This design comes from an exercise in tuning for small area and a short achievable clock period on the open sky130 flow, not from production work.
Only simulation tests tie the RTL to the original design; equivalence was not proved.
Power figures rest on the tool's default switching activity, not on a simulated workload.

== the baseline ==
## csr_unit
module csr_unit #(
    parameter logic [csr_pkg::XLEN-1:0] MSCRATCH_RESET = 32'hb000_0000,
    parameter logic [csr_pkg::XLEN-1:0] HART_ID        = 32'd1,
    parameter logic [63:0]              MTIMECMP_RESET = 64'h0000_0000_8000_0000,
    parameter logic                     MEIE_RESET     = 1'b1
) (
    input  logic                          clk,
    input  logic                          rst_n,
    input  logic                          instruction_vld,
    input  logic [csr_pkg::XLEN-1:0]      instruction_pld,
    input  logic [4:0]                    inst_rd_idx,
    input  logic                          inst_rd_en,
    input  logic [csr_pkg::XLEN-1:0]      rs1_val,
    input  logic [63:0]                   instret,
    input  logic                          trap_vld,
    input  logic [csr_pkg::XLEN-1:0]      trap_pc,
    input  logic [csr_pkg::XLEN-1:0]      trap_cause,
    input  logic [csr_pkg::XLEN-1:0]      trap_tval,
    input  logic                          mret_en,
    input  logic                          intr_meip,
    input  logic                          intr_msip,
    input  logic                          intr_rdy,
    output logic [4:0]                    reg_index,
    output logic                          reg_wr_en,
    output logic [csr_pkg::XLEN-1:0]      reg_val,
    output logic                          intr_vld,
    output logic [csr_pkg::XLEN-1:0]      intr_op,
    output logic [csr_pkg::XLEN-1:0]      mtvec_val,
    output logic [csr_pkg::XLEN-1:0]      mepc_val
);
Size in the first run: ~300 flip-flops, ~370 I/O pins, about 18000 µm² of cells after synthesis.
export LEC_CHECK = 0
export CAP_MARGIN = 20
export CORE_MARGIN = 2
export CORE_UTILIZATION = 55
export CTS_BUF_LIST = sky130_fd_sc_hd__clkbuf_8
export CTS_CLUSTER_DIAMETER = 50
export CTS_CLUSTER_SIZE = 12
export SETUP_SLACK_MARGIN = 1.5
export SLEW_MARGIN = 20
create_clock -name core_clock -period 6.0 [get_ports {clk}]
standard.sh (not shown) runs the stock make flow with config.mk's settings and CLKGATE_MAP_FILE= SYNTH_SCRIPT=/design/flow/synth_recipe.tcl, a recipe that flattens the netlist after the stock synthesis.
==> flow/flow/run.sh <==
#!/bin/bash
# The standard flow's layout, with two changes: abc maps with flow/abc_custom.script,
# and the port buffers are plain buf_1 cells.
set -euo pipefail
export CUSTOM_ABC_SCRIPT="$PWD/flow/abc_custom.script"
bash standard.sh SYNTH_SCRIPT="$PWD/flow/synth_custom.tcl" \
  BUFFER_PORTS_ARGS="-buffer_cell sky130_fd_sc_hd__buf_1" finish > standard_make.log 2>&1
==> flow/flow/abc_custom.script <==
&get -n
&st
&dch
&nf
&st
&syn2
&if -g -K 6
&synch2
&nf
&st
&syn2
&if -g -K 6
&synch2
&nf
&put
strash
dch
map
topo
buffer -c
stime -c
==> flow/flow/synth_custom.tcl <==
proc synth {args} { yosys synth -nofsm -noshare {*}$args }
proc abc {args} {
  set i [lsearch -exact $args -script]
  if {$i >= 0} { lset args [expr {$i + 1}] $::env(CUSTOM_ABC_SCRIPT) }
  yosys abc {*}$args
}
source $::env(SCRIPTS_DIR)/synth.tcl
# left out here: clear keep_hierarchy, flatten, clean up, hide names made inside functions, write 1_2_yosys.v
Relative to the baseline, the following input files were edited for the candidate:
Settings: swapping 1.5 for 2.2 in SETUP_SLACK_MARGIN.
==> flow/flow/run.sh <==
#!/bin/bash
set -euo pipefail
bash standard.sh BUFFER_PORTS_ARGS="-buffer_cell sky130_fd_sc_hd__buf_1" finish > standard_make.log 2>&1
removed: flow/flow/abc_custom.script
removed: flow/flow/synth_custom.tcl
==> summary.txt <==
- The candidate | stages: all done | timing, DRC, antenna: all pass
- The baseline went all the way through the flow, and no timing, DRC or antenna check failed.
- Worst setup slack, the baseline and the candidate: higher on the candidate
- The candidate vs the baseline — vias after detailed routing dropped slightly
- Summary: with the baseline as the reference, met3 routed wirelength in the candidate moved up by more than 10%.
- When the candidate is set beside the baseline, its leakage power of the design turns out to be 13% larger.
- Run comparison: the baseline cell at the slowest stage of the critical path sky130_fd_sc_hd__a221oi_1; the candidate cell at the slowest stage of the critical path sky130_fd_sc_hd__or4_4
- Looking at highest metal layer used by the detailed router, the met4 result is from the candidate; the met5 one comes from the baseline.
- Min complex-gate fraction of the synthesized area across the baseline and the candidate: the baseline

## afterwards: timing with drivers on the ports
In the flow no input, the clock included, has a driving cell. The finished layouts below were timed again as built, in two steps. Step 1 (the two cells are an assumption about what drives the block):
set clk [get_ports {clk}]
set_driving_cell -lib_cell sky130_fd_sc_hd__clkbuf_16 $clk
set_driving_cell -lib_cell sky130_fd_sc_hd__buf_2 [delete_from_list [all_inputs] $clk]
Step 2, shift: input delay + t, output delay - t, t = (earliest + latest rising clock arrival at the registers) / 2. This alone moves slack from input paths to output paths. a / b / c = no drivers / after step 1 / after step 2; a / b = the first two.
run	t (ns)	setup slack, ns	slew at the worst register clock pin (ns)
the baseline	0.611	1.509 / 1.488 / 1.488	0.09 / 0.09
the candidate	0.609	1.529 / 1.478 / 1.478	0.08 / 0.08
After both steps every run listed still meets setup and hold. The setup slack of the candidate, which loses most, moves by -0.051 ns with the drivers and by -0.051 ns with both steps.
